Context: an optimization exercise on an open-source flow, tuned for small area and a short achievable clock period. The choices shown serve that exercise and are no tape-out recipe.
The RTL was checked by simulation tests, not by an equivalence proof against the original design.
Power is estimated from default activity; no workload was simulated.

$ cat flow/config.mk
export PLATFORM = sky130hd
export DESIGN_NAME = rv_step_core
export DESIGN_NICKNAME = rv_step_core
export VERILOG_FILES = /design/flow/design.v
export SDC_FILE = /design/flow/constraint.sdc
export NUM_CORES = 4
export LEC_CHECK = 0
export CAP_MARGIN = 20
export CORE_MARGIN = 2
export CORE_UTILIZATION = 40
export SETUP_SLACK_MARGIN = 5
export SLEW_MARGIN = 20
export TNS_END_PERCENT = 0
$ cat flow/constraint.sdc
create_clock -name core_clock -period 10.0 [get_ports {clk}]
set_input_delay 2.0000 -clock core_clock [delete_from_list [all_inputs] [get_ports {clk}]]
set_output_delay 2.0000 -clock core_clock [all_outputs]
set_load 0.01 [all_outputs]
$ cat flow/design.v
`timescale 1ns/10ps
module fetch_unit (
  input  logic        clk,
  input  logic        rst,
  input  logic        step,
  input  logic        taken,
  input  logic [31:0] inst,
  output logic [5:0]  pc
);
  logic [5:0] seq_pc, tgt_pc, off;
  assign off = {inst[27:25], inst[11:9]};
  assign pc  = taken ? tgt_pc : seq_pc;
  always_ff @(posedge clk) begin
    tgt_pc <= taken ? tgt_pc + off : seq_pc + off;
    if (rst) begin
      seq_pc <= '0;
    end else if (step) begin
      seq_pc <= taken ? tgt_pc + 6'd1 : seq_pc + 6'd1;
    end else begin
      seq_pc <= pc;
    end
  end
endmodule
`timescale 1ns/10ps
module register_bank (
  input  logic        clk,
  input  logic        write_en,
  input  logic [4:0]  rd,
  input  logic [31:0] wdata,
  input  logic [4:0]  rs1,
  input  logic [4:0]  rs2,
  input  logic [4:0]  mon_addr,
  output logic [31:0] rs1_data,
  output logic [31:0] rs2_data,
  output logic [31:0] mon_data
);
  logic [31:0] regs [32];
  logic [1023:0] flat;
  always_comb begin
    for (int i = 0; i < 32; i++) flat[32*i +: 32] = regs[i];
  end
  always_ff @(posedge clk) begin
    for (int i = 1; i < 32; i++) begin
      if (write_en && rd == 5'(i)) regs[i] <= wdata;
    end
  end
  assign regs[0] = '0;
  read_mux32 u_rd1 (.w(flat), .a(rs1), .y(rs1_data));
  read_mux32 u_rd2 (.w(flat), .a(rs2), .y(rs2_data));
  read_mux32 u_rd3 (.w(flat), .a(mon_addr), .y(mon_data));
endmodule
module read_mux32 (
  input  logic [1023:0] w,
  input  logic [4:0]    a,
  output logic [31:0]   y
);
  logic [511:0] l1;
  logic [255:0] l2;
  logic [127:0] l3;
  logic [63:0]  l4;
  always_comb begin
    for (int i = 0; i < 16; i++) l1[32*i +: 32] = a[0] ? w[64*i+32 +: 32] : w[64*i +: 32];
    for (int i = 0; i < 8; i++)  l2[32*i +: 32] = a[1] ? l1[64*i+32 +: 32] : l1[64*i +: 32];
    for (int i = 0; i < 4; i++)  l3[32*i +: 32] = a[2] ? l2[64*i+32 +: 32] : l2[64*i +: 32];
    for (int i = 0; i < 2; i++)  l4[32*i +: 32] = a[3] ? l3[64*i+32 +: 32] : l3[64*i +: 32];
    y = a[4] ? l4[63:32] : l4[31:0];
  end
endmodule
`timescale 1ns/10ps
module decode_unit (
  input  logic        clk,
  input  logic        rst,
  input  logic        step,
  input  logic [31:0] inst,
  input  logic [31:0] rs1_val,
  input  logic [31:0] rs2_val,
  output logic [31:0] pa,
  output logic [31:0] pb,
  output logic [4:0]  pidx,
  output logic [4:0]  prd,
  output logic [9:0]  psel,
  output logic        pwr,
  output logic        pld,
  output logic        pst,
  output logic [5:0]  pbr,
  output logic [3:0]  peq,
  output logic [3:0]  pltu,
  output logic        plts
);
  localparam [6:0] OP_REG    = 7'b0110011;
  localparam [6:0] OP_IMM    = 7'b0010011;
  localparam [6:0] OP_LOAD   = 7'b0000011;
  localparam [6:0] OP_STORE  = 7'b0100011;
  localparam [6:0] OP_BRANCH = 7'b1100011;
  localparam S_ADD = 0, S_SUB = 1, S_SLL = 2, S_SLT = 3, S_SLTU = 4,
             S_XOR = 5, S_SRL = 6, S_SRA = 7, S_OR = 8, S_AND = 9;
  logic [6:0]  opcode;
  logic [2:0]  f3;
  logic [4:0]  rd;
  logic        is_reg, is_imm, is_load, is_store, is_branch;
  logic [31:0] op_b;
  logic [9:0]  sel;
  logic [6:0]  imm_lo;
  logic [4:0]  mem_idx;
  assign imm_lo  = inst[5] ? {inst[26:25], inst[11:7]} : inst[26:20];
  assign mem_idx = 5'((rs1_val[6:0] + imm_lo) >> 2);
  assign opcode    = inst[6:0];
  assign f3        = inst[14:12];
  assign rd        = inst[11:7];
  assign is_reg    = opcode == OP_REG;
  assign is_imm    = opcode == OP_IMM;
  assign is_load   = opcode == OP_LOAD;
  assign is_store  = opcode == OP_STORE;
  assign is_branch = opcode == OP_BRANCH;
  assign op_b = inst[5] ? rs2_val : {{20{inst[31]}}, inst[31:20]};
  always_comb begin
    sel = '0;
    case (f3)
      3'd0:    sel[(inst[30] && inst[5]) ? S_SUB : S_ADD] = 1'b1;
      3'd1:    sel[S_SLL]  = 1'b1;
      3'd2:    sel[S_SLT]  = 1'b1;
      3'd3:    sel[S_SLTU] = 1'b1;
      3'd4:    sel[S_XOR]  = 1'b1;
      3'd5:    sel[inst[30] ? S_SRA : S_SRL] = 1'b1;
      3'd6:    sel[S_OR]   = 1'b1;
      default: sel[S_AND]  = 1'b1;
    endcase
  end
  logic [31:0] beq, blt;
  logic [7:0]  geq, gltu;
  logic        glts;
  logic [3:0]  heq, hltu;
  logic        hlts;
  assign beq = ~(rs1_val ^ op_b);
  assign blt = ~rs1_val & op_b;
  always_comb begin
    for (int g = 0; g < 8; g++) begin
      geq[g]  = &beq[4*g +: 4];
      gltu[g] = blt[4*g+3]
             || (beq[4*g+3] && blt[4*g+2])
             || (beq[4*g+3] && beq[4*g+2] && blt[4*g+1])
             || (beq[4*g+3] && beq[4*g+2] && beq[4*g+1] && blt[4*g]);
    end
    glts = (rs1_val[31] && !op_b[31])
        || (beq[31] && blt[30])
        || (beq[31] && beq[30] && blt[29])
        || (beq[31] && beq[30] && beq[29] && blt[28]);
  end
  always_comb begin
    for (int h = 0; h < 4; h++) begin
      heq[h]  = geq[2*h+1] && geq[2*h];
      hltu[h] = gltu[2*h+1] || (geq[2*h+1] && gltu[2*h]);
    end
    hlts = glts || (geq[7] && gltu[6]);
  end
  logic [5:0] brk;
  always_comb begin
    brk = '0;
    case (f3)
      3'd0:    brk[0] = 1'b1;
      3'd1:    brk[1] = 1'b1;
      3'd4:    brk[2] = 1'b1;
      3'd5:    brk[3] = 1'b1;
      3'd6:    brk[4] = 1'b1;
      3'd7:    brk[5] = 1'b1;
      default: brk = '0;
    endcase
  end
  always_ff @(posedge clk) begin
    peq  <= heq;
    pltu <= hltu;
    plts <= hlts;
    pa   <= rs1_val;
    pb   <= op_b;
    pidx <= mem_idx;
    prd  <= rd;
    psel <= sel & {10{!is_load}};
    pwr  <= step && (is_reg || is_imm || is_load) && rd != 5'd0;
    pld  <= is_load;
    pst  <= step && is_store;
    pbr  <= brk & {6{step && is_branch && !rst}};
  end
endmodule
`timescale 1ns/10ps
module execute_unit (
  input  logic [31:0] a,
  input  logic [31:0] b,
  input  logic [9:0]  sel,
  input  logic [5:0]  br,
  input  logic [3:0]  geq,
  input  logic [3:0]  gltu,
  input  logic        glts,
  output logic [31:0] alu_res,
  output logic        taken
);
  localparam S_ADD = 0, S_SUB = 1, S_SLL = 2, S_SLT = 3, S_SLTU = 4,
             S_XOR = 5, S_SRL = 6, S_SRA = 7, S_OR = 8, S_AND = 9;
  logic        lt, ltu, eq;
  logic [31:0] bx, sum, sll, srl;
  logic        low_lt;    
  assign low_lt = gltu[2] || (geq[2] && gltu[1]) || (geq[2] && geq[1] && gltu[0]);
  assign eq     = &geq;
  assign ltu    = gltu[3] || (geq[3] && low_lt);
  assign lt     = glts    || (geq[3] && low_lt);
  assign bx = b ^ {32{sel[S_SUB]}};
  always_comb begin
    logic [31:0] g, p, gn, pn;
    g = a & bx;
    p = a ^ bx;
    g[0] = g[0] | (p[0] & sel[S_SUB]);
    for (int d = 1; d < 32; d = d * 2) begin
      gn = g;
      pn = p;
      for (int i = d; i < 32; i++) begin
        gn[i] = g[i] | (p[i] & g[i-d]);
        pn[i] = p[i] & p[i-d];
      end
      g = gn;
      p = pn;
    end
    sum = (a ^ bx) ^ {g[30:0], sel[S_SUB]};
  end
  logic [31:0] sh_in, sh_out;
  logic        sh_fill;
  always_comb begin
    for (int i = 0; i < 32; i++) sh_in[i] = sel[S_SLL] ? a[31-i] : a[i];
  end
  assign sh_fill = sel[S_SRA] && a[31];
  assign sh_out  = 32'($signed({sh_fill, sh_in}) >>> b[4:0]);
  always_comb begin
    for (int i = 0; i < 32; i++) sll[i] = sh_out[31-i];
  end
  assign srl = sh_out;
  assign alu_res = ({32{sel[S_ADD] | sel[S_SUB]}} & sum)
                 | ({32{sel[S_SLL]}}  & sll)
                 | ({32{sel[S_SLT]}}  & {31'b0, lt})
                 | ({32{sel[S_SLTU]}} & {31'b0, ltu})
                 | ({32{sel[S_XOR]}}  & (a ^ b))
                 | ({32{sel[S_SRL] | sel[S_SRA]}} & srl)
                 | ({32{sel[S_OR]}}   & (a | b))
                 | ({32{sel[S_AND]}}  & (a & b));
  assign taken = (br[0] && eq) || (br[1] && !eq) || (br[2] && lt) || (br[3] && !lt)
              || (br[4] && ltu) || (br[5] && !ltu);
endmodule
`timescale 1ns/10ps
module data_memory (
  input  logic        clk,
  input  logic        write_en,
  input  logic [4:0]  idx,
  input  logic [31:0] wdata,
  output logic [31:0] rdata,
  input  logic [4:0]  mon_addr,
  output logic [31:0] mon_data
);
  logic [31:0] mem [32];
  logic [1023:0] flat;
  always_comb begin
    for (int i = 0; i < 32; i++) flat[32*i +: 32] = mem[i];
  end
  always_ff @(posedge clk) begin
    for (int i = 0; i < 32; i++) begin
      if (write_en && idx == 5'(i)) mem[i] <= wdata;
    end
  end
  read_mux32 u_rd1 (.w(flat), .a(idx), .y(rdata));
  read_mux32 u_rd2 (.w(flat), .a(mon_addr), .y(mon_data));
endmodule
`timescale 1ns/10ps
module monitor_port (
  input  logic        clk,
  input  logic        rst,
  input  logic        wb_cyc,
  input  logic        wb_stb,
  input  logic [5:0]  wb_adr,
  input  logic [31:0] reg_data,
  input  logic [31:0] mem_data,
  input  logic        reg_hit,
  input  logic [31:0] reg_pend,
  input  logic        mem_hit,
  input  logic [31:0] mem_pend,
  output logic [31:0] wb_dat,
  output logic        wb_ack
);
  always_ff @(posedge clk) begin
    if (rst) begin
      wb_ack <= 1'b0;
    end else begin
      wb_ack <= wb_cyc && wb_stb && !wb_ack;
    end
    if (wb_adr[5]) begin
      wb_dat <= mem_hit ? mem_pend : mem_data;
    end else begin
      wb_dat <= reg_hit ? reg_pend : reg_data;
    end
  end
endmodule
`timescale 1ns/10ps
module rv_step_core (
  input  logic        clk,
  input  logic        rst,
  input  logic        step,
  output logic [5:0]  imem_addr,
  input  logic [31:0] imem_data,
  input  logic        wb_cyc,
  input  logic        wb_stb,
  input  logic [5:0]  wb_adr,
  output logic [31:0] wb_dat,
  output logic        wb_ack
);
  logic [31:0] pa, pb;
  logic [4:0]  prd;
  logic [9:0]  psel;
  logic        pwr, pld, pst;
  logic [5:0]  pbr;
  logic [3:0]  peq, pltu;
  logic        plts;
  logic [4:0]  rs1, rs2;
  logic [31:0] rf_rs1, rf_rs2;
  logic [31:0] rs1_val, rs2_val;
  logic [31:0] alu_res, ld_data, result;
  logic [4:0]  mem_idx;
  logic        taken;
  logic [31:0] mon_reg, mon_mem;
  assign rs1 = imem_data[19:15];
  assign rs2 = imem_data[24:20];
  decode_unit u_decode (
    .clk     (clk),
    .rst     (rst),
    .step    (step),
    .inst    (imem_data),
    .rs1_val (rs1_val),
    .rs2_val (rs2_val),
    .pa      (pa),
    .pb      (pb),
    .pidx    (mem_idx),
    .prd     (prd),
    .psel    (psel),
    .pwr     (pwr),
    .pld     (pld),
    .pst     (pst),
    .pbr     (pbr),
    .peq     (peq),
    .pltu    (pltu),
    .plts    (plts)
  );
  execute_unit u_execute (
    .a       (pa),
    .b       (pb),
    .sel     (psel),
    .br      (pbr),
    .geq     (peq),
    .gltu    (pltu),
    .glts    (plts),
    .alu_res (alu_res),
    .taken   (taken)
  );
  assign result  = ({32{pld}} & ld_data) | alu_res;
  assign rs1_val = (pwr && prd == rs1) ? result : rf_rs1;
  assign rs2_val = (pwr && prd == rs2) ? result : rf_rs2;
  register_bank u_regs (
    .clk      (clk),
    .write_en (pwr),
    .rd       (prd),
    .wdata    (result),
    .rs1      (rs1),
    .rs2      (rs2),
    .mon_addr (wb_adr[4:0]),
    .rs1_data (rf_rs1),
    .rs2_data (rf_rs2),
    .mon_data (mon_reg)
  );
  data_memory u_dmem (
    .clk      (clk),
    .write_en (pst),
    .idx      (mem_idx),
    .wdata    (pb),
    .rdata    (ld_data),
    .mon_addr (wb_adr[4:0]),
    .mon_data (mon_mem)
  );
  fetch_unit u_fetch (
    .clk    (clk),
    .rst    (rst),
    .step   (step),
    .taken  (taken),
    .inst   (imem_data),
    .pc     (imem_addr)
  );
  monitor_port u_monitor (
    .clk      (clk),
    .rst      (rst),
    .wb_cyc   (wb_cyc),
    .wb_stb   (wb_stb),
    .wb_adr   (wb_adr),
    .reg_data (mon_reg),
    .mem_data (mon_mem),
    .reg_hit  (pwr && prd == wb_adr[4:0]),
    .reg_pend (result),
    .mem_hit  (pst && mem_idx == wb_adr[4:0]),
    .mem_pend (pb),
    .wb_dat   (wb_dat),
    .wb_ack   (wb_ack)
  );
endmodule
$ cat flow/flow/run.sh
#!/bin/bash
# Layout flow: the standard flow (standard synthesis unchanged) with
#  - the port buffers made from sky130_fd_sc_hd__buf_4 instead of the default
#    choice (a delay buffer), and
#  - timing repair allowed to change a cell's footprint, so that such cells
#    can be replaced.
# Each make run writes its full output to a log here; ORFS's own per-step logs
# are under orfs/logs.
set -euo pipefail
bash standard.sh \
  "BUFFER_PORTS_ARGS=-buffer_cell sky130_fd_sc_hd__buf_4" \
  "MATCH_CELL_FOOTPRINT=0" \
  finish > standard_finish.log 2>&1
$ cat flow/standard.sh
#!/bin/bash
# synth_recipe.tcl (not shown) runs the flow's synth.tcl, then flattens the netlist and writes it again
# the make line also repeats each setting of config.mk as NAME=value (left out here)
make -C /OpenROAD-flow-scripts/flow DESIGN_CONFIG=/design/flow/config.mk WORK_HOME=/design/flow/orfs CLKGATE_MAP_FILE= SYNTH_SCRIPT=/design/flow/synth_recipe.tcl "${@:-finish}"
==> results.tsv, run 1 <==
stage	metric	value	unit
setup_path	path_max_fanout	64	
floorplanning	dieHeight	538	µm
drt	wirelength	400000	µm
logic_synthesis	seq_area_frac_synth	55.7	%
timing	fin_skew	65.8	ps
place	dp_hpwl	233000	µm
drt	vias_per_cell	6.83	
floorplanning	start_util	40.3	%
global_routing	grt_max_degree	113	
final_layout	fin_nets	6423	
setup_path	worstSetupStartpointType	input pin	
logic_synthesis	netlist_instances	6163	
logic_synthesis	yosys_warnings	10	
final_layout	nFillCells	23700	
setup_path	worstSetupPathType	input pin to flip-flop	
logic_synthesis	netlist_area	114000	µm²
logic_synthesis	synth_edf_count	2016	
logic_synthesis	synth-seq-cells	2163	
hold_path	min_to	u_monitor.wb_ack	
timing	timing.slew.headroom	21.3	%
logic_synthesis	syn_area_per_cell	18.5	µm²
drt	drt_pass1_iterations	6	
setup_path	rr_startpoint	u_decode.pb[8]	
floorplanning	row_count	195	
logic_synthesis	synth_fp_nets	6350	
logic_synthesis	synth_most_common_cell	edfxtp_1	
global_routing	grt_pass1_vias	68600	
global_routing	grt_pass1_wl	549000	µm
place	placed_cell_area	120000	µm²
hold_path	whs_path_depth	1	
flow_run	cap_violations	0	
timing	setup_viol	0	
floorplanning	die_x	538	µm
setup_path	required	10810	ps
hold_path	hp-start	u_monitor.wb_ack	
logic_synthesis	synthFlopType	edfxtp_1	
place	gp_congestion	0.959	
final_layout	design_area	129000	µm²
drt	antenna_left	0	
timing	hold_viol	0	
logic_synthesis	synth_top_area_share	53.1	%
timing	rsz0062_at_grt	yes	
logic_synthesis	postSynth.asyncResetShare	0	%
timing	period_minus_slack	5200	ps
setup_path	rr_worst_depth	17	
clocking	path_clk_slew	60	ps
timing	tightestPinTransition	1180	ps
power	power_density	190	nW/µm²
setup_path	critPathArrivalTime	6010	ps
power	ir_drop	0.155	mV
setup_path	r2r_setup_slack	4860	ps
clocking	cts_buffer_depth	4	
logic_synthesis	synth_area_leaders	edfxtp_1, mux4_2, dfxtp_1	
drt	drtIter0Drc	10200	
timing	maxSlewViolCount	0	
final_layout	drive_above_1_share	38.8	%
clocking	cts_made_buffers	228	
logic_synthesis	synth_cell_types	82	
clocking	tritoncts	yes	
setup_path	cp-end-kind	flip-flop	
clocking	clkLatencyLatePin	930	ps
clocking	clock_sinks	2163	
setup_path	worstReg2RegEnd	u_decode.plts	
logic_synthesis	yosys-top-cells-count	edfxtp_1, mux4_2, clkbuf_1	
power	p_leak	0.0416	µW
timing	fmax	192	MHz
final_layout	area_growth	12.8	%
outcome	status	finished clean	
timing	tns	0	ps
floorplanning	coreArea	283000	µm²
drt	vias	69500	
global_routing	antenna_found_initial	14	
place	port_buffers	81	
clocking	cts_max_level	4	
floorplanning	dieArea	289000	µm²
global_routing	grt-ovfl-total	0	
hold_path	hold_class	flip-flop to flip-flop	
drt	drc	0	
drt	wl_per_cell	39.3	µm
global_routing	grt.total_usage	27.2	%
floorplanning	boundaryPins	82	
logic_synthesis	yosys.area.top_type	edfxtp_1	
timing	fin_crit_sh	52.0	%
clocking	cts-root-buf	clkbuf_16	
==> cells in the final DEF, fill, tap and decap left out, drive strengths merged, types with 30 or more instances in the layout <==
master / Yosys / final
a2111oi: 30 / 30
a21o: 30 / 30
nor2: 198 / 198
dfxtp: 147 / 147
a221oi: 49 / 49
mux2i: 245 / 245
mux2: 131 / 131
nand2: 149 / 149
edfxtp: 2016 / 2016
clkbuf: 290 / 312
clkinv: 1 / 93
buf: 230 / 338
ha: 142 / 142
nand2b: 33 / 33
a21oi: 201 / 201
xor2: 55 / 55
o21ai: 112 / 112
xnor2: 35 / 35
mux4: 1518 / 1518
inv: 131 / 135
a22o: 53 / 53
==> timing repair <==
| item | CTS | global route |
|---|---|---|
| gates resized for setup | 106 | 68 |
| pin swaps | 4 | 2 |
| setup buffers | 15 | 18 |
| endpoints found under the setup margin | 416 | 56 |
| gates cloned | 10 | 13 |
| hold buffers | 0 | 0 |
==> area by class of cell <==
cell class / count / area (µm²) / area share (%)
diodes: 8 / 20.0 / 0.0156
clock buffers: 288 / 6040 / 4.70
clock inverters: 130 / 1220 / 0.948
inverters: 132 / 503 / 0.391
multi-input cells: 3348 / 48600 / 37.8
flip-flops and latches: 2163 / 63500 / 49.4
well taps: 3743 / 4680 / 3.64
repair buffers: 362 / 3910 / 3.04
repair inverters: 1 / 5.00 / 0.00389
==> worst max path at each step <==
stage	end	start	slack, ps	cells after the start
after CTS	u_decode.plts	u_decode.pb[8]	4890	17
after floorplan	u_dmem.mem[13][0]	u_decode.pidx[0]	4460	8
after global placement	u_decode.pltu[1]	imem_data[20]	2880	18
after detailed placement	u_decode.pltu[1]	imem_data[20]	3060	18
after global routing	u_decode.plts	u_decode.pb[8]	4860	19
final	u_decode.plts	imem_data[16]	4800	12
==> through the flow <==
stage / power [µW] / utilization (%) / std cells / setup slack [ps] / hold WS, ps
detailed placement: 15800 / 42.3 / 9693 / 3060 / 416
global route: 25000 / 45.4 / 10200 / 4860 / 437
global placement: 15700 / 42.3 / 9693 / 2880 / 409
floorplan: 13900 / - / 6163 / 4460 / 468
CTS: 24300 / 45.2 / 10100 / 4890 / 424
finish: 24400 / 45.4 / 10200 / 4800 / 421
==> routing by layer <==
metal	wire [µm]	vias up	global-route usage (%)
li1	-	26700	-
met1	149000	37300	36.2
met2	190000	4510	43.3
met3	41500	886	6.12
met4	19700	14	11.4
met5	86	-	0
==> sequential cells by signal, summed over array words and instances (netlist names) <==
signal and cells:
u_decode.pbr 6, u_dmem.mem 1024, u_decode.pltu 4, u_monitor.wb_dat 32
u_decode.psel 10, u_decode.pst 1, u_fetch.seq_pc 6, u_decode.pwr 1
u_decode.pb 32, u_fetch.tgt_pc 6, u_decode.pld 1, u_decode.prd 5
u_decode.plts 1, u_monitor.wb_ack 1, u_regs.regs 992, u_decode.pidx 5
u_decode.peq 4, u_decode.pa 32
==> logic make-up after synthesis <==
| group | after synthesis | share of synthesized area, % |
|---|---|---|
| AOI/OAI and AO/OA | 665 | 3.98 |
| xor gates and xnor gates | 90 | 0.692 |
| adders and majority gates | 144 | 1.59 |
| buffers and inverters | 652 | 2.31 |
| DFF | 2163 | 55.7 |
| muxes | 1894 | 33.4 |
| and+or+nand+nor | 555 | 2.27 |
==> report_power, final <==
part           switching [µW]  internal, µW  total [µW]  leakage (µW)
clock                    3630          4800        8430       0.00353
combinational            3170          2310        5480        0.0186
sequential                171         10300       10500        0.0195
==> worst max-delay path, cell delays in order <==
cell     delay, ps
buf_16         320
buf_6          520
mux2_2         410
a22o_1         180
mux4_2         470
mux2i_1        480
mux2_2         270
ha_1           320
a21o_1         190
a21oi_1        140
o21ai_1        190
or2_2          340
==> run 2: changes to the inputs <==
--- a/flow/design.v
+++ b/flow/design.v
@@ -172,5 +172,5 @@
     plts <= hlts;
     pa   <= rs1_val;
-    pb   <= op_b;
+    pb   <= op_b ^ {32{is_reg && f3 == 3'd0 && inst[30]}};
     pidx <= mem_idx;
     prd  <= rd;
@@ -203,5 +203,5 @@
   assign ltu    = gltu[3] || (geq[3] && low_lt);
   assign lt     = glts    || (geq[3] && low_lt);
-  assign bx = b ^ {32{sel[S_SUB]}};
+  assign bx = b;
   always_comb begin
     logic [31:0] g, p, gn, pn;
--- a/flow/config.mk
+++ b/flow/config.mk
@@ -8,5 +8,6 @@
 export CAP_MARGIN = 20
 export CORE_MARGIN = 2
-export CORE_UTILIZATION = 40
+export CORE_UTILIZATION = 55
+export PLACE_DENSITY = 0.65
 export SETUP_SLACK_MARGIN = 5
 export SLEW_MARGIN = 20
==> run 2 against run 1 <==
Combinational power is 6.9% lower. Total power is 1.9% lower. Sequential power is essentially flat. Sequential share of layout area grew 0.83 points. Critical path depth decreased by 3. Die area down 28%. Critical endpoint is now u_monitor.wb_dat[26]. Largest cell class unchanged. Largest power group unchanged.
==> results.tsv, run 2 <==
stage	metric	value	unit	change
outcome	status	finished clean		
setup_path	rr_startpoint	u_decode.pb[4]		
timing	tightestPinTransition	1150	ps	-28.6 ps
hold_path	whs_path_depth	1		unchanged
drt	vias_per_cell	7.71		+13%
global_routing	grt_pass1_vias	68200		-0.65%
floorplanning	boundaryPins	82		unchanged
setup_path	path_max_fanout	85		+33%
flow_run	cap_violations	0		unchanged
final_layout	drive_above_1_share	38.1	%	-0.67 points
place	port_buffers	81		unchanged
power	clkPwrFrac	35.0	%	+0.4 points
clocking	cts-root-buf	clkbuf_16		
timing	fin_skew	41.5	ps	-24.3 ps
setup_path	critPathArrivalTime	6080	ps	+70 ps
power	power.switching	6760	µW	-3.1%
final_layout	regMostFlops	u_dmem.mem		
floorplanning	coreArea	205000	µm²	-28%
clocking	tritoncts	yes		
drt	wirelength	385000	µm	-3.8%
setup_path	r2r_setup_slack	4900	ps	+40 ps
timing	period_minus_slack	5370	ps	+171 ps
place	placed_cells	8684		-10%
setup_path	crit_start	wb_adr[1]		
logic_synthesis	netlist_instances	6213		+0.81%
global_routing	grt-ovfl-total	0		unchanged
setup_path	required	10710	ps	-100 ps
logic_synthesis	netlist_area	113000	µm²	-0.66%
power	p_sw_share	28.3	%	-0.33 points
logic_synthesis	synth_most_common_cell	edfxtp_1		
logic_synthesis	yosys-top-cells-count	edfxtp_1, mux4_2, clkbuf_1		
logic_synthesis	synth-seq-cells	2163		unchanged
power	ir_drop	0.207	mV	+33%
clocking	cts_hold_buffers	0		unchanged
timing	hold_ws	426	ps	+4.89 ps
global_routing	grt_max_degree	131		+16%
final_layout	area_growth	11.6	%	
timing	hold_viol	0		unchanged
logic_synthesis	synthFlopType	edfxtp_1		
power	p_int	17100	µW	-1.5%
logic_synthesis	yosys.area.top_type	edfxtp_1		
place	gp_congestion	0.955		-0.37%
logic_synthesis	yosys_warnings	10		unchanged
logic_synthesis	seq_area_frac_synth	56.1	%	+0.37 points
place	dp_hpwl	226000	µm	-2.9%
final_layout	mostFrequentLayoutCells	edfxtp_1, mux4_2, buf_4		
setup_path	worstReg2RegEnd	u_decode.pltu[3]		
place	preCtsSetupSlack	3300	ps	+246 ps
setup_path	endpoint	u_monitor.wb_dat[26]		
logic_synthesis	synth_cell_types	85		+3.7%
final_layout	layout_commonest_cell	edfxtp_1		
drt	wl_per_cell	42.1	µm	+6.9%
clocking	clkLatencyLatePin	910	ps	-20 ps
floorplanning	die_x	458	µm	-15%
power	power_frac_seq	43.7	%	+0.8 points
floorplanning	dieArea	209000	µm²	-28%
setup_path	worstSetupStartpointType	input pin		
timing	timing.final.ws_setup	4630	ps	-171 ps
timing	rsz0062_at_grt	yes		
floorplanning	dieHeight	458	µm	-15%
setup_path	rr_worst_depth	20		+3
final_layout	fin_nets	6419		-0.062%
drt	drt_pass1_iterations	8		+2
power	power_frac_comb	21.3	%	-1.2 points
power	power_density	189	nW/µm²	-0.28%
final_layout	top_regs	u_dmem.mem: 1024 flops, u_regs.regs: 992 flops		
logic_synthesis	syn_area_per_cell	18.2	µm²	-1.5%
hold_path	hold_class	flip-flop to flip-flop		
power	p_leak	0.0412	µW	-0.94%
clocking	cts_buffer_depth	3		-1
setup_path	worstSetupPathType	input pin to flip-flop		
logic_synthesis	postSynth.asyncResetShare	0	%	unchanged
global_routing	grt.total_usage	36.4	%	+9.2 points
timing	maxSlewViolCount	0		unchanged
drt	drtIter0Drc	12100		+19%
logic_synthesis	synth_top_area_share	53.5	%	+0.35 points
final_layout	largest_reg_flops	1024		unchanged
final_layout	stdcell_count	9153		-10%
setup_path	cp-end-kind	flip-flop		
floorplanning	start_util	55.3	%	+15 points
drt	vias	70500		+1.5%
global_routing	antenna_found_initial	18		+4
power	power	23900	µW	-1.9%
logic_synthesis	synth_fp_nets	6367		+0.27%
logic_synthesis	synth_area_leaders	edfxtp_1, mux4_2, dfxtp_1		
global_routing	grt_pass1_wl	530000	µm	-3.5%
timing	setup_viol	0		unchanged
timing	fin_crit_sh	53.7	%	+1.7 points
clocking	cts_max_level	4		unchanged
timing	timing.slew.headroom	21.2	%	-0.099 points
clocking	path_clk_slew	60	ps	about the same
clocking	clock_sinks	2163		unchanged
drt	antenna_left	0		unchanged
timing	fmax	186	MHz	-3.2%
logic_synthesis	synth_edf_count	2016		unchanged
drt	drc	0		unchanged
floorplanning	row_count	166		-15%
timing	tns	0	ps	unchanged
clocking	cts_made_buffers	223		-2.2%
## run 2: routing by layer
layer	GRT usage [%]	routed length, µm
met3	9.42	52000
met2	52.9	171000
met5	0	218
met1	53.1	144000
met4	14.6	17600
## run 2: final cells by class
class / count / area [µm²]
tap: 2688 / 3360
multi-input combinational: 3396 / 48000
sequential: 2163 / 63500
timing repair inverter: 2 / 10.0
timing repair buffer: 347 / 3700
inverter: 132 / 508
antenna: 5 / 12.5
clock inverter: 115 / 1150
fill: 14300 / 78200
clock buffer: 305 / 6150
## run 2: repair_timing
action | CTS | global route
pin swaps | 4 | 2
endpoints found under the setup margin | 515 | 42
endpoints found under the hold margin | 0 | 0
buffers inserted | 11 | 8
gates resized for setup | 77 | 71
gates cloned | 8 | 16
## run 2: power groups by stage
stage          combinational, µW  sequential, µW  clock, µW
2_1_floorplan               3160           10600          0
3_5_place_dp                4670           10700          0
6_report                    5100           10400       8360
5_1_grt                     5310           10400       8790
3_3_place_gp                4660           10700          0
4_1_cts                     4890           10400       8430
## run 2: logic make-up after synthesis
group | Yosys count | share of synthesized area, %
fa+ha+maj | 111 | 1.25
buf+inv | 654 | 2.37
mux | 1839 | 33.0
flops | 2163 | 56.1
compound gates | 739 | 4.33
xor+xnor | 56 | 0.440
simple gates | 651 | 2.52
## run 2: critical path, cell delays in order
cell and delay [ps]:
buf_8 580, buf_4 720, mux2_2 410, a22o_1 180, mux4_2 480, mux2i_1 460, nor2_1 90, a211oi_1 850
a21oi_1 170
## run 2: worst min path at each step
stage	endpoint	slack (ps)	startpoint
final	u_monitor.wb_ack	430	u_monitor.wb_ack
after global routing	u_monitor.wb_ack	440	u_monitor.wb_ack
after CTS	u_monitor.wb_ack	430	u_monitor.wb_ack
after detailed placement	u_monitor.wb_ack	420	u_monitor.wb_ack
after global placement	u_monitor.wb_ack	410	u_monitor.wb_ack
after floorplan	u_monitor.wb_ack	470	u_monitor.wb_ack
## run 2: metrics by stage
step / utilization, % / instance area (µm²)
after floorplan: - / 114000
after global placement: 57.5 / 118000
after detailed placement: 57.5 / 118000
after CTS: 61.4 / 126000
after global routing: 61.8 / 126000
final: 61.8 / 126000
==> run 3: changes to the inputs <==
--- a/flow/design.v
+++ b/flow/design.v
@@ -84,6 +84,6 @@
   output logic        pst,
   output logic [5:0]  pbr,
-  output logic [3:0]  peq,
-  output logic [3:0]  pltu,
+  output logic [1:0]  peq,
+  output logic [1:0]  pltu,
   output logic        plts
 );
@@ -168,7 +168,9 @@
   end
   always_ff @(posedge clk) begin
-    peq  <= heq;
-    pltu <= hltu;
-    plts <= hlts;
+    for (int q = 0; q < 2; q++) begin
+      peq[q]  <= heq[2*q+1] && heq[2*q];
+      pltu[q] <= hltu[2*q+1] || (heq[2*q+1] && hltu[2*q]);
+    end
+    plts <= hlts || (heq[3] && hltu[2]);
     pa   <= rs1_val;
     pb   <= op_b ^ {32{is_reg && f3 == 3'd0 && inst[30]}};
@@ -188,6 +190,6 @@
   input  logic [9:0]  sel,
   input  logic [5:0]  br,
-  input  logic [3:0]  geq,
-  input  logic [3:0]  gltu,
+  input  logic [1:0]  geq,
+  input  logic [1:0]  gltu,
   input  logic        glts,
   output logic [31:0] alu_res,
@@ -198,9 +200,7 @@
   logic        lt, ltu, eq;
   logic [31:0] bx, sum, sll, srl;
-  logic        low_lt;    
-  assign low_lt = gltu[2] || (geq[2] && gltu[1]) || (geq[2] && geq[1] && gltu[0]);
-  assign eq     = &geq;
-  assign ltu    = gltu[3] || (geq[3] && low_lt);
-  assign lt     = glts    || (geq[3] && low_lt);
+  assign eq  = geq[1] && geq[0];
+  assign ltu = gltu[1] || (geq[1] && gltu[0]);
+  assign lt  = glts    || (geq[1] && gltu[0]);
   assign bx = b;
   always_comb begin
@@ -313,5 +313,5 @@
   logic        pwr, pld, pst;
   logic [5:0]  pbr;
-  logic [3:0]  peq, pltu;
+  logic [1:0]  peq, pltu;
   logic        plts;
   logic [4:0]  rs1, rs2;
--- a/flow/config.mk
+++ b/flow/config.mk
@@ -8,6 +8,5 @@
 export CAP_MARGIN = 20
 export CORE_MARGIN = 2
-export CORE_UTILIZATION = 55
-export PLACE_DENSITY = 0.65
+export CORE_UTILIZATION = 40
 export SETUP_SLACK_MARGIN = 5
 export SLEW_MARGIN = 20
==> run 3 against run 2 <==
Combinational power increased by 14%. Highest routed layer unchanged. Critical endpoint is now u_monitor.wb_dat[27]. Count of clock-buffer cells in the layout fell by 5. Flip-flop and latch count down 4. Largest cell class unchanged. Still clean. Via count about the same. Critical path depth stayed put. Sequential share of layout area decreased by 1.4 points. Synthesized area barely moved. Die area is 37% higher. Fmax rose by 2.9%. Register-to-register slack got worse by 100 ps.
==> results.tsv, run 3 <==
stage	metric	value	unit	change
final_layout	fin_nets	6517		+1.5%
logic_synthesis	synth-seq-cells	2159		-0.18%
logic_synthesis	synth_fp_nets	6367		unchanged
clocking	clock_sinks	2159		-0.18%
hold_path	hp-start	u_monitor.wb_ack		
logic_synthesis	synth_edf_count	2016		unchanged
clocking	clkLatencyLatePin	920	ps	about the same
place	gp_congestion	0.984		+3.0%
timing	timing.slew.headroom	21.9	%	+0.72 points
logic_synthesis	synth_cell_types	80		-5.9%
floorplanning	dieHeight	536	µm	+17%
timing	hold_viol	0		unchanged
clocking	cts_buffer_depth	4		+1
final_layout	area_growth	14.7	%	
drt	drtIter0Drc	10400		-14%
setup_path	worstSetupStartpointType	input pin		
timing	tightestPinTransition	1170	ps	+19.2 ps
final_layout	nFillCells	23800		+66%
clocking	cts-root-buf	clkbuf_16		
setup_path	required	10690	ps	-20 ps
logic_synthesis	syn_area_per_cell	18.2	µm²	about the same
clocking	path_clk_slew	70	ps	about the same
logic_synthesis	synthSimpleGateAreaFrac	2.60	%	+0.079 points
hold_path	hold_class	flip-flop to flip-flop		
logic_synthesis	synth_area_leaders	edfxtp_1, mux4_2, dfxtp_1		
setup_path	worstSetupPathType	input pin to flip-flop		
global_routing	antenna_found_initial	14		-4
place	placed_cell_area	119000	µm²	+1.2%
setup_path	path_max_fanout	36		-58%
logic_synthesis	synth.mux.area_fraction	33.2	%	+0.20 points
setup_path	rr_startpoint	u_decode.pidx[0]		
logic_synthesis	yosys.area.top_type	edfxtp_1		
drt	wirelength	411000	µm	+6.8%
timing	period_minus_slack	5220	ps	-150 ps
timing	fin_skew	29.4	ps	-12.1 ps
logic_synthesis	synth_xor_area_share	0.541	%	+0.10 points
flow_run	cap_violations	0		unchanged
setup_path	crit_start	wb_adr[1]		
clocking	cts_max_level	4		unchanged
drt	vias	70600		+0.088%
clocking	tritoncts	yes		
setup_path	r2r_setup_slack	4800	ps	-100 ps
floorplanning	die_x	536	µm	+17%
timing	tns	0	ps	unchanged
setup_path	worstReg2RegEnd	u_decode.peq[0]		
logic_synthesis	synth_fa_ha_area_share	1.25	%	about the same
clocking	cts_hold_buffers	0		unchanged
logic_synthesis	synth_compound_area_share	4.12	%	-0.21 points
outcome	status	finished clean		
drt	antenna_left	0		unchanged
logic_synthesis	synth_top_area_share	53.4	%	about the same
global_routing	grt_max_degree	116		-11%
floorplanning	coreArea	282000	µm²	+38%
final_layout	top_regs	u_dmem.mem: 1024 flops, u_regs.regs: 992 flops		
hold_path	min_to	u_monitor.wb_ack		
power	ir_drop	0.149	mV	-28%
place	port_buffers	81		unchanged
setup_path	critPathArrivalTime	5910	ps	-170 ps
logic_synthesis	postSynth.asyncResetShare	0	%	unchanged
floorplanning	row_count	195		+17%
global_routing	grt-ovfl-total	0		unchanged
logic_synthesis	synthFlopType	edfxtp_1		
logic_synthesis	synth_top_family_by_area	multiplexers		
drt	wl_per_cell	39.8	µm	-5.3%
global_routing	grt_pass1_wl	564000	µm	+6.3%
floorplanning	start_util	40.2	%	-15 points
logic_synthesis	seq_area_frac_synth	56.0	%	-0.10 points
timing	maxSlewViolCount	0		unchanged
clocking	cts_made_buffers	239		+7.2%
final_layout	design_area	130000	µm²	+2.8%
floorplanning	boundaryPins	82		unchanged
global_routing	grt_pass1_vias	69500		+2.0%
final_layout	utilization	46.1	%	-16 points
logic_synthesis	yosys-top-cells-count	edfxtp_1, mux4_2, clkbuf_1		
hold_path	whs_path_depth	1		unchanged
logic_synthesis	netlist_instances	6213		unchanged
floorplanning	dieArea	287000	µm²	+37%
power	power	25100	µW	+5.0%
power	power_density	193	nW/µm²	+2.1%
final_layout	largest_reg_flops	1024		unchanged
drt	drc	0		unchanged
logic_synthesis	synth_most_common_cell	edfxtp_1		
place	dp_hpwl	234000	µm	+3.5%
global_routing	grt.total_usage	28.1	%	-8.3 points
timing	fmax	192	MHz	+2.9%
drt	drt_pass1_iterations	8		unchanged
final_layout	regMostFlops	u_dmem.mem		
final_layout	layout_commonest_cell	edfxtp_1		
timing	rsz0062_at_grt	yes		
final_layout	mostFrequentLayoutCells	edfxtp_1, mux4_2, buf_4		
timing	setup_viol	0		unchanged
final_layout	drive_above_1_share	40.0	%	+1.8 points
timing	fin_crit_sh	52.2	%	-1.5 points
logic_synthesis	yosys_warnings	10		unchanged
setup_path	rr_worst_depth	16		-20%
setup_path	cp-end-kind	flip-flop		
power	p_leak	0.0422	µW	+2.5%
drt	vias_per_cell	6.84		-11%
logic_synthesis	netlist_area	113000	µm²	about the same
-- run 3: cell count changes after synthesis, moves of 11 or more --
cell	previous run	this run
a21oi_1	226	244
a31oi_1	3	18
o21a_1	18	5
xnor2_1	32	47
nand3_1	34	45
nor2_1	241	219
mux4_1	0	14
buf_6	20	3
clkbuf_1	306	347
nor3_1	24	37
buf_1	141	124
mux2i_1	225	209
nand2_1	232	218
-- run 3: stage by stage --
step / worst slack [ps] / hold slack [ps] / instances
after floorplan: 4420 / 466 / 6213
after global placement: 2740 / 410 / 9737
after detailed placement: 2880 / 415 / 9738
after CTS: 4790 / 421 / 10200
after global routing: 4740 / 447 / 10300
final: 4780 / 420 / 10300
-- run 3: cell type report --
type,instances,area [µm²],share of cell area (%)
flip-flops and latches,2159,63500,48.8
clock inverters,138,1390,1.07
diodes,16,40.0,0.0308
well taps,3743,4680,3.60
inverters,130,528,0.406
clock buffers,300,6360,4.89
repair buffers,440,5220,4.02
multi-input cells,3393,48300,37.1
-- run 3: kinds of logic after synthesis --
group                      after synthesis
adders and majority gates              111
muxes                                 1841
DFF                                   2159
buffers and inverters                  661
AOI/OAI and AO/OA                      714
and+or+nand+nor                        657
xor gates and xnor gates                70
-- run 3: critical path, stage by stage --
cell,delay [ps]
buf_8,330
buf_4,570
buf_4,600
mux4_2,400
mux4_2,520
mux2i_1,640
nor2_1,110
a211oi_1,390
a21oi_2,240
-- run 3: timing repair --
item	in CTS	in global routing
gates cloned	31	14
endpoints found under the setup margin	180	38
pin swaps	10	18
resized for setup	151	125
setup buffers	38	43
-- run 3: worst max-delay path by stage --
stage                                       to  slack, ps  cells past startpoint
after CTS                         imem_addr[3]       4790                      6
after floorplan                  u_decode.plts       4420                     20
after detailed placement         u_decode.plts       2880                     18
final                     u_monitor.wb_dat[27]       4780                      9
after global routing          u_decode.pltu[0]       4740                     16
after global placement           u_decode.plts       2740                     18
-- run 3: layer usage --
layer	vias up	GRT usage, %	share of wire (%)
li1	27000	-	-
met1	38000	37.3	37
met2	4610	44.8	47
met3	930	6.20	11
met4	14	11.5	4.8
met5	-	0	0.019
-- run 3: report_power, final --
group,internal [µW],switching (µW),total [µW],leakage (µW)
combinational,2480,3310,5790,0.0190
sequential,10300,155,10400,0.0194
clock,5110,3750,8870,0.00378
==> run 4: changes to the inputs <==
--- a/flow/design.v
+++ b/flow/design.v
@@ -4,19 +4,30 @@
   input  logic        rst,
   input  logic        step,
-  input  logic        taken,
+  input  logic        x,
+  input  logic        is_br,    
+  input  logic        inv,      
   input  logic [31:0] inst,
   output logic [5:0]  pc
 );
-  logic [5:0] seq_pc, tgt_pc, off;
+  logic [5:0] pc_t, pc_f, off, tgt, seq;
   assign off = {inst[27:25], inst[11:9]};
-  assign pc  = taken ? tgt_pc : seq_pc;
+  assign pc  = x ? pc_t : pc_f;
+  assign tgt = x ? pc_t + off : pc_f + off;
+  assign seq = x ? pc_t + 6'd1 : pc_f + 6'd1;
   always_ff @(posedge clk) begin
-    tgt_pc <= taken ? tgt_pc + off : seq_pc + off;
     if (rst) begin
-      seq_pc <= '0;
+      pc_t <= '0;
+      pc_f <= '0;
     end else if (step) begin
-      seq_pc <= taken ? tgt_pc + 6'd1 : seq_pc + 6'd1;
+      if (is_br) begin
+        pc_t <= inv ? seq : tgt;
+        pc_f <= inv ? tgt : seq;
+      end else begin
+        pc_t <= seq;
+        pc_f <= seq;
+      end
     end else begin
-      seq_pc <= pc;
+      pc_t <= pc;
+      pc_f <= pc;
     end
   end
@@ -83,7 +94,8 @@
   output logic        pld,
   output logic        pst,
-  output logic [5:0]  pbr,
-  output logic [1:0]  peq,
-  output logic [1:0]  pltu,
+  output logic        pbr_eq,    
+  output logic        pbr_sgn,   
+  output logic [3:0]  peq,
+  output logic [3:0]  pltu,
   output logic        plts
 );
@@ -154,23 +166,8 @@
     hlts = glts || (geq[7] && gltu[6]);
   end
-  logic [5:0] brk;
-  always_comb begin
-    brk = '0;
-    case (f3)
-      3'd0:    brk[0] = 1'b1;
-      3'd1:    brk[1] = 1'b1;
-      3'd4:    brk[2] = 1'b1;
-      3'd5:    brk[3] = 1'b1;
-      3'd6:    brk[4] = 1'b1;
-      3'd7:    brk[5] = 1'b1;
-      default: brk = '0;
-    endcase
-  end
   always_ff @(posedge clk) begin
-    for (int q = 0; q < 2; q++) begin
-      peq[q]  <= heq[2*q+1] && heq[2*q];
-      pltu[q] <= hltu[2*q+1] || (heq[2*q+1] && hltu[2*q]);
-    end
-    plts <= hlts || (heq[3] && hltu[2]);
+    peq  <= heq;
+    pltu <= hltu;
+    plts <= hlts;
     pa   <= rs1_val;
     pb   <= op_b ^ {32{is_reg && f3 == 3'd0 && inst[30]}};
@@ -181,5 +178,6 @@
     pld  <= is_load;
     pst  <= step && is_store;
-    pbr  <= brk & {6{step && is_branch && !rst}};
+    pbr_eq  <= f3[2:1] == 2'b00;
+    pbr_sgn <= f3[2:1] == 2'b10;
   end
 endmodule
@@ -189,10 +187,11 @@
   input  logic [31:0] b,
   input  logic [9:0]  sel,
-  input  logic [5:0]  br,
-  input  logic [1:0]  geq,
-  input  logic [1:0]  gltu,
+  input  logic        br_eq,
+  input  logic        br_sgn,
+  input  logic [3:0]  geq,
+  input  logic [3:0]  gltu,
   input  logic        glts,
   output logic [31:0] alu_res,
-  output logic        taken
+  output logic        x
 );
   localparam S_ADD = 0, S_SUB = 1, S_SLL = 2, S_SLT = 3, S_SLTU = 4,
@@ -200,7 +199,9 @@
   logic        lt, ltu, eq;
   logic [31:0] bx, sum, sll, srl;
-  assign eq  = geq[1] && geq[0];
-  assign ltu = gltu[1] || (geq[1] && gltu[0]);
-  assign lt  = glts    || (geq[1] && gltu[0]);
+  logic        low_lt;    
+  assign low_lt = gltu[2] || (geq[2] && gltu[1]) || (geq[2] && geq[1] && gltu[0]);
+  assign eq     = &geq;
+  assign ltu    = gltu[3] || (geq[3] && low_lt);
+  assign lt     = glts    || (geq[3] && low_lt);
   assign bx = b;
   always_comb begin
@@ -240,6 +241,6 @@
                  | ({32{sel[S_OR]}}   & (a | b))
                  | ({32{sel[S_AND]}}  & (a & b));
-  assign taken = (br[0] && eq) || (br[1] && !eq) || (br[2] && lt) || (br[3] && !lt)
-              || (br[4] && ltu) || (br[5] && !ltu);
+  assign x = br_eq ? eq
+           : ((br_sgn ? glts : gltu[3]) || (geq[3] && low_lt));
 endmodule
 `timescale 1ns/10ps
@@ -312,6 +313,6 @@
   logic [9:0]  psel;
   logic        pwr, pld, pst;
-  logic [5:0]  pbr;
-  logic [1:0]  peq, pltu;
+  logic        pbr_eq, pbr_sgn;
+  logic [3:0]  peq, pltu;
   logic        plts;
   logic [4:0]  rs1, rs2;
@@ -320,5 +321,5 @@
   logic [31:0] alu_res, ld_data, result;
   logic [4:0]  mem_idx;
-  logic        taken;
+  logic        x;
   logic [31:0] mon_reg, mon_mem;
   assign rs1 = imem_data[19:15];
@@ -339,5 +340,6 @@
     .pld     (pld),
     .pst     (pst),
-    .pbr     (pbr),
+    .pbr_eq  (pbr_eq),
+    .pbr_sgn (pbr_sgn),
     .peq     (peq),
     .pltu    (pltu),
@@ -348,10 +350,11 @@
     .b       (pb),
     .sel     (psel),
-    .br      (pbr),
+    .br_eq   (pbr_eq),
+    .br_sgn  (pbr_sgn),
     .geq     (peq),
     .gltu    (pltu),
     .glts    (plts),
     .alu_res (alu_res),
-    .taken   (taken)
+    .x       (x)
   );
   assign result  = ({32{pld}} & ld_data) | alu_res;
@@ -383,5 +386,7 @@
     .rst    (rst),
     .step   (step),
-    .taken  (taken),
+    .x      (x),
+    .is_br  (imem_data[6:0] == 7'b1100011 && imem_data[14:13] != 2'b01),
+    .inv    (imem_data[12]),
     .inst   (imem_data),
     .pc     (imem_addr)
==> run 4 against run 3 <==
Critical path type unchanged. Via count rose by 2.4%. Utilization down 0.36 points. Sequential power is essentially flat. Sequential share of layout area shrank 0.057 points. Register-to-register slack improved by 100 ps. Worst hold slack improved by 26 ps. Synthesized area rose by 0.81%. Worst setup slack gained 82 ps. Combinational power grew 0.7%. Critical path depth is 5 higher. Critical endpoint is now u_decode.pltu[1]. Still clean.
==> results.tsv, run 4 <==
stage	metric	value	unit	change
floorplanning	start_util	40.1	%	about the same
logic_synthesis	synth_edf_count	2016		unchanged
timing	rsz0062_at_grt	yes		
global_routing	grt-ovfl-total	0		unchanged
timing	tns	0	ps	unchanged
logic_synthesis	synth_area_leaders	edfxtp_1, mux4_2, dfxtp_1		
place	gp_congestion	0.971		-1.2%
drt	wl_per_cell	40.7	µm	+2.0%
clocking	cts_max_level	4		unchanged
power	power_density	193	nW/µm²	-0.26%
logic_synthesis	syn_area_per_cell	18.1	µm²	-1.0%
timing	setup_viol	0		unchanged
floorplanning	boundaryPins	82		unchanged
drt	antenna_left	0		unchanged
global_routing	grt_max_degree	126		+8.6%
clocking	path_clk_slew	70	ps	about the same
power	power	25000	µW	-0.18%
clocking	cts-root-buf	clkbuf_16		
timing	fin_skew	100	ps	+70.9 ps
clocking	tritoncts	yes		
global_routing	grt.total_usage	28.1	%	about the same
setup_path	slowest_delay	780	ps	+140 ps
logic_synthesis	yosys-top-cells-count	edfxtp_1, mux4_2, clkbuf_1		
final_layout	largest_reg_flops	1024		unchanged
hold_path	hp-start	u_monitor.wb_ack		
setup_path	path_max_fanout	29		-19%
timing	hold_ws	445	ps	+25.7 ps
floorplanning	dieArea	290000	µm²	+0.80%
floorplanning	coreArea	284000	µm²	+0.86%
clocking	cts_hold_buffers	0		unchanged
logic_synthesis	synth_most_common_cell	edfxtp_1		
power	ir_drop	0.167	mV	+12%
logic_synthesis	seq_area_frac_synth	55.5	%	-0.45 points
clocking	cts_buffer_depth	4		unchanged
flow_run	cap_violations	0		unchanged
drt	drc	0		unchanged
timing	fin_crit_sh	51.3	%	-0.82 points
logic_synthesis	netlist_instances	6326		+1.8%
final_layout	area_growth	13.9	%	
setup_path	worst_path_max_delay_cell	mux2i_1		
setup_path	worstSetupPathType	input pin to flip-flop		
setup_path	critPathArrivalTime	5880	ps	-30 ps
setup_path	crit_start	imem_data[20]		
setup_path	cp-end-kind	flip-flop		
outcome	status	finished clean		
logic_synthesis	postSynth.asyncResetShare	0	%	unchanged
final_layout	fin_nets	6592		+1.2%
timing	tightestPinTransition	1200	ps	+34.8 ps
final_layout	regMostFlops	u_dmem.mem		
timing	maxSlewViolCount	0		unchanged
final_layout	top_regs	u_dmem.mem: 1024 flops, u_regs.regs: 992 flops		
timing	timing.slew.headroom	19.6	%	-2.3 points
global_routing	grt_pass1_wl	570000	µm	+1.1%
hold_path	hold_class	flip-flop to flip-flop		
setup_path	rr_startpoint	u_decode.pa[23]		
floorplanning	die_x	538	µm	+0.40%
logic_synthesis	synth_cell_types	82		+2.5%
logic_synthesis	netlist_area	114000	µm²	+0.81%
timing	period_minus_slack	5130	ps	-82.0 ps
place	port_buffers	81		unchanged
global_routing	antenna_found_initial	15		+1
setup_path	crit_chain	buf_16 > clkbuf_16 > buf_12 > buf_4 > mux4_2 > mux4_2 > mux2i_1 > nor2_1 > a21oi_1 > a21oi_1 > ha_1 > nor2b_1 > o21ai_1 > nand2b_1		
place	dp_hpwl	253000	µm	+8.0%
power	p_leak	0.0420	µW	-0.67%
global_routing	grt_pass1_vias	70100		+0.80%
timing	fmax	195	MHz	+1.6%
drt	wirelength	422000	µm	+2.7%
final_layout	mostFrequentLayoutCells	edfxtp_1, mux4_2, buf_4		
drt	vias_per_cell	6.96		+1.7%
final_layout	layout_commonest_cell	edfxtp_1		
logic_synthesis	synth_top_area_share	53.0	%	-0.43 points
drt	drt_pass1_iterations	7		-1
floorplanning	row_count	196		+0.51%
final_layout	nFillCells	23900		+0.67%
floorplanning	dieHeight	538	µm	+0.40%
logic_synthesis	yosys_warnings	10		unchanged
clocking	clkLatencyLatePin	930	ps	about the same
final_layout	drive_above_1_share	39.1	%	-0.88 points
clocking	clock_sinks	2159		unchanged
clocking	cts_made_buffers	228		-4.6%
drt	drtIter0Drc	11300		+8.5%
logic_synthesis	synth-seq-cells	2159		unchanged
setup_path	worstSetupStartpointType	input pin		
drt	vias	72300		+2.4%
setup_path	required	10740	ps	+50 ps
logic_synthesis	synthFlopType	edfxtp_1		
timing	hold_viol	0		unchanged
logic_synthesis	synth_fp_nets	6480		+1.8%
logic_synthesis	yosys.area.top_type	edfxtp_1		
run 4: changes by cell type in the layout (fill, tap and decap cells not counted), sizes merged, moves of 9 or more:
cell    previous run  this run
diode             16         7
nor2             219       239
clkbuf           351       311
a211oi            17        30
o21a               5        19
buf              389       378
mux2             114       134
o21ai            132       152
o221ai            14         5
mux4            1518      1528
xnor2             47        25
o211ai            46        57
run 4: repair_timing:
action,CTS,global route
gates cloned,7,25
gates resized for setup,111,133
endpoints found under the setup margin,232,49
setup buffers,17,33
pin swaps,5,10
hold endpoints to repair,0,0
run 4: final timing paths:
check                endpoint  slack [ps]  depth (start not counted)
max          u_decode.pltu[1]        4870                         14
min          u_monitor.wb_ack         450                          1
max reg2reg     u_decode.plts        4900                         15
min reg2reg  u_monitor.wb_ack         450                          1
run 4: logic make-up after synthesis:
| family | synth area share, % |
|---|---|
| fa+ha+maj | 1.24 |
| mux | 33.3 |
| simple gates | 2.62 |
| buf+inv | 2.29 |
| flops | 55.5 |
| compound gates | 4.64 |
| xor+xnor | 0.361 |
run 4: area by class of cell:
class                      instances  area [µm²]  area share [%]
clock buffer                     281        6050            4.65
antenna                            7        17.5          0.0135
tap                             3762        4710            3.62
multi-input combinational       3506       49200            37.9
clock inverter                   132        1520            1.17
sequential                      2159       63400            48.8
inverter                         134         534           0.411
timing repair inverter             1        11.3         0.00866
timing repair buffer             408        4540            3.49
run 4: power breakdown:
part	switching [µW]	total [µW]	internal [µW]
logic	3440	5830	2390
registers	156	10400	10300
clock network	3720	8780	5060
total	7320	25000	17700
run 4: metrics by stage:
stage,setup WS (ps),instances,instance area (µm²),utilization (%)
floorplan,4970,6326,115000,-
detailed placement,3140,9886,120000,42.2
CTS,4750,10300,129000,45.2
global placement,2880,9882,120000,42.2
finish,4870,10400,130000,45.7
global route,4850,10400,130000,45.7
run 4: worst max-delay path, delay by kind of cell:
family | cells | cell delay (ps)
adders and majority gates | 1 | 330
muxes | 3 | 1780
and+or+nand+nor | 3 | 300
AOI/OAI and AO/OA | 3 | 620
buffers and inverters | 4 | 700
run 4: per-layer routing:
metal | track usage (%) | vias to the layer above | part of all wire, %
met5 | 0 | - | 0.016
li1 | - | 27400 | -
met3 | 6.50 | 920 | 11
met2 | 43.2 | 5175 | 46
met4 | 12.6 | 12 | 5.3
met1 | 38.0 | 38700 | 37
==> run 5: changes to the inputs <==
==> flow/flow/run.sh (replaced) <==
#!/bin/bash
# Layout flow: the standard flow (standard synthesis unchanged) with
#  - the port buffers made from sky130_fd_sc_hd__buf_4 instead of the default
#    choice (a delay buffer),
#  - timing repair allowed to change a cell's footprint, so that such cells
#    can be replaced, and
#  - timing repair aiming further below the clock period (a setup margin of
#    6.5 ns) on the worst path only (TNS_END_PERCENT 0), so that the achieved
#    period keeps improving past 5 ns.
# The constraints (clock period, I/O delays, loads) are the standard flow's, unchanged.
# Each make run writes its full output to a log here; ORFS's own per-step logs
# are under orfs/logs.
set -euo pipefail
bash standard.sh \
  "BUFFER_PORTS_ARGS=-buffer_cell sky130_fd_sc_hd__buf_4" \
  "MATCH_CELL_FOOTPRINT=0" \
  "SETUP_SLACK_MARGIN=6.5" \
  "TNS_END_PERCENT=0" \
  finish > standard_finish.log 2>&1
==> run 5 against run 4 <==
Via count is 2.0% higher. Sequential share of layout area is 0.86 points lower. Synthesized area stayed put. Register-to-register slack better by 290 ps. Cell count is 1.1% higher. Fmax is 5.5% higher. Critical path type unchanged.
==> results.tsv, run 5 <==
stage	metric	value	unit	change
outcome	status	finished clean		
flow_run	cap_violations	0		unchanged
floorplanning	boundaryPins	82		unchanged
drt	vias	73700		+2.0%
logic_synthesis	synth_area_leaders	edfxtp_1, mux4_2, dfxtp_1		
logic_synthesis	synth_top_area_share	53.0	%	unchanged
floorplanning	dieHeight	538	µm	unchanged
final_layout	regMostFlops	u_dmem.mem		
timing	maxSlewViolCount	0		unchanged
setup_path	path_max_fanout	82		+180%
timing	tightestPinTransition	1230	ps	+26.1 ps
drt	drc	0		unchanged
setup_path	worst-path-buf-inv	3		-1
logic_synthesis	yosys-top-cells-count	edfxtp_1, mux4_2, clkbuf_1		
setup_path	crit_start	wb_adr[1]		
clocking	cts_max_level	4		unchanged
drt	wirelength	438000	µm	+3.7%
clocking	cts_hold_buffers	0		unchanged
place	preCtsSetupSlack	3140	ps	unchanged
place	placed_cells	9886		unchanged
clocking	clkLatencyLatePin	930	ps	about the same
global_routing	grt_max_degree	83		-34%
power	power_density	193	nW/µm²	about the same
setup_path	cp-end-kind	flip-flop		
clocking	tritoncts	yes		
timing	rsz0062_at_grt	yes		
logic_synthesis	syn_area_per_cell	18.1	µm²	unchanged
timing	setup_viol	0		unchanged
logic_synthesis	yosys.area.top_type	edfxtp_1		
floorplanning	start_util	40.1	%	unchanged
clocking	clock_sinks	2159		unchanged
timing	fin_crit_sh	48.7	%	-2.7 points
setup_path	crit_path_frequent_cell	buf_16		
place	port_buffers	81		unchanged
final_layout	largest_reg_flops	1024		unchanged
clocking	cts_made_buffers	228		unchanged
timing	fmax	205	MHz	+5.5%
final_layout	utilization	46.6	%	+0.84 points
final_layout	stdcell_count	10500		+1.1%
setup_path	critPathArrivalTime	5610	ps	-270 ps
timing	period_minus_slack	4870	ps	-267 ps
timing	timing.slew.headroom	17.9	%	-1.7 points
power	ir_drop	0.168	mV	+0.35%
drt	wl_per_cell	41.7	µm	+2.5%
drt	vias_per_cell	7.01		+0.84%
global_routing	grt_pass1_vias	71900		+2.6%
floorplanning	coreArea	284000	µm²	unchanged
clocking	path_clk_slew	70	ps	about the same
global_routing	grt_pass1_wl	599000	µm	+5.2%
hold_path	hp-start	u_monitor.wb_ack		
final_layout	fin_nets	6707		+1.7%
setup_path	worstSetupStartpointType	input pin		
global_routing	grt-ovfl-total	0		unchanged
logic_synthesis	synth_edf_count	2016		unchanged
logic_synthesis	netlist_area	114000	µm²	unchanged
drt	drtIter0Drc	12600		+12%
drt	antenna_left	0		unchanged
logic_synthesis	postSynth.asyncResetShare	0	%	unchanged
logic_synthesis	netlist_instances	6326		unchanged
setup_path	worstSetupPathType	input pin to flip-flop		
final_layout	top_regs	u_dmem.mem: 1024 flops, u_regs.regs: 992 flops		
timing	fin_skew	101	ps	+0.296 ps
drt	drt_pass1_iterations	9		+2
hold_path	hold_class	flip-flop to flip-flop		
final_layout	area_growth	16.0	%	
floorplanning	die_x	538	µm	unchanged
timing	tns	0	ps	unchanged
place	dp_hpwl	253000	µm	unchanged
logic_synthesis	synth-seq-cells	2159		unchanged
place	placed_cell_area	120000	µm²	unchanged
logic_synthesis	seq_area_frac_synth	55.5	%	unchanged
timing	hold_viol	0		unchanged
setup_path	required	10750	ps	about the same
global_routing	antenna_found_initial	20		+5
setup_path	slowest_delay	720	ps	-60 ps
logic_synthesis	synth_most_common_cell	edfxtp_1		
global_routing	grt.total_usage	29.8	%	+1.7 points
final_layout	drive_above_1_share	41.2	%	+2.1 points
power	p_leak	0.0429	µW	+2.3%
logic_synthesis	synth_cell_types	82		unchanged
setup_path	crit_chain	buf_16 > buf_16 > xor2_1 > nor4_1 > nand3_4 > buf_4 > o21ai_1 > nand2_1		
logic_synthesis	yosys_warnings	10		unchanged
logic_synthesis	synth_fp_nets	6480		unchanged
floorplanning	row_count	196		unchanged
floorplanning	dieArea	290000	µm²	unchanged
final_layout	layout_commonest_cell	edfxtp_1		
setup_path	rr_startpoint	u_decode.pidx[0]		
place	gp_congestion	0.971		unchanged
timing	timing.final.ws_setup	5130	ps	+267 ps
logic_synthesis	synthFlopType	edfxtp_1		
final_layout	design_area	132000	µm²	+1.8%
setup_path	worst_path_max_delay_cell	o21ai_1		
clocking	cts-root-buf	clkbuf_16		
final_layout	mostFrequentLayoutCells	edfxtp_1, mux4_2, buf_4		
setup_path	crit_family	buffers and inverters		
clocking	cts_buffer_depth	4		unchanged
==> run 5: cell counts after synthesis <==
Identical to the previous run, type by type.
==> run 5: worst paths after layout <==
| check | slack (ps) | endpoint | cells after the start |
|---|---|---|---|
| worst max-delay path | 5130 | u_monitor.wb_dat[18] | 8 |
| worst min-delay path | 440 | u_monitor.wb_ack | 1 |
| worst max register to register | 5190 | u_decode.pltu[1] | 22 |
| worst min register to register | 440 | u_monitor.wb_ack | 1 |
==> run 5: power breakdown <==
| group | switching (µW) | total [µW] | leakage [µW] | internal (µW) |
|---|---|---|---|---|
| clock | 3740 | 8790 | 0.00365 | 5060 |
| combinational | 3670 | 6320 | 0.0198 | 2650 |
| sequential | 142 | 10400 | 0.0194 | 10300 |
==> run 5: cell families after synthesis <==
family	count (synthesis)	synth area share, %
xor+xnor	47	0.361
mux	1874	33.3
fa+ha+maj	111	1.24
compound gates	801	4.64
flops	2159	55.5
buf+inv	665	2.29
simple gates	669	2.62
==> run 5: layout make-up <==
| cell class | instances | area, µm² |
|---|---|---|
| antenna | 11 | 27.5 |
| clock buffer | 281 | 6050 |
| clock inverter | 132 | 1520 |
| fill | 23700 | 152000 |
| inverter | 134 | 541 |
| multi-input combinational | 3510 | 49800 |
| sequential | 2159 | 63500 |
| tap | 3762 | 4710 |
| timing repair buffer | 519 | 6320 |
| timing repair inverter | 1 | 11.3 |
==> run 5: repair_timing <==
item | CTS | global route
endpoints found under the setup margin | 1635 | 1364
setup buffers | 118 | 10
cloned | 69 | 1
pin swaps | 49 | 2
resized for setup | 427 | 15
==> run 5: layer usage <==
| metal | GRT usage, % | up-vias | share of wire, % |
|---|---|---|---|
| met5 | 0 | - | 0.018 |
| met4 | 13.8 | 14 | 5.5 |
| met3 | 7.53 | 976 | 12 |
| met2 | 45.2 | 5538 | 45 |
| met1 | 40.4 | 39500 | 37 |
| li1 | - | 27700 | - |
==> run 5: metrics by stage <==
step | total power, µW | hold WS [ps]
6_report | 25500 | 443
5_1_grt | 26100 | 447
4_1_cts | 25500 | 444
3_5_place_dp | 15900 | 433
3_3_place_gp | 15900 | 406
2_1_floorplan | 13900 | 466

-- static timing again, ports no longer ideal --
The flow's constraints put no driver on any port. The routed layouts listed below were extracted and timed again, unchanged, in two steps. Step 1: set_driving_cell puts a clkbuf_16 on clk and a buf_2 on each other input, an assumption about the parent block. Step 2 also shifts input and output timing later by t, the mid clock arrival at the registers, as if the neighbouring blocks saw the same clock. Three values: ideal, step 1, step 2; two values: the first two.
run	shift t [ns]	setup WS [ns]	hold WS [ns]	clock arrival spread, ns
run 1	0.993	4.804 / 4.805 / 3.812	0.421 / 0.421 / 0.421	0.072 / 0.072
run 2	0.977	4.634 / 4.673 / 3.696	0.426 / 0.426 / 0.426	0.042 / 0.042
run 3	1.001	4.784 / 4.671 / 3.670	0.420 / 0.420 / 0.420	0.037 / 0.036
run 4	0.981	4.866 / 4.733 / 3.752	0.445 / 0.445 / 0.445	0.101 / 0.102
run 5	0.982	5.132 / 4.967 / 3.985	0.443 / 0.443 / 0.443	0.101 / 0.101
After both steps setup and hold are still met in every run listed. For run 5, which loses most, drivers alone change the setup slack by -0.165 ns; drivers and shift together by -1.147 ns.
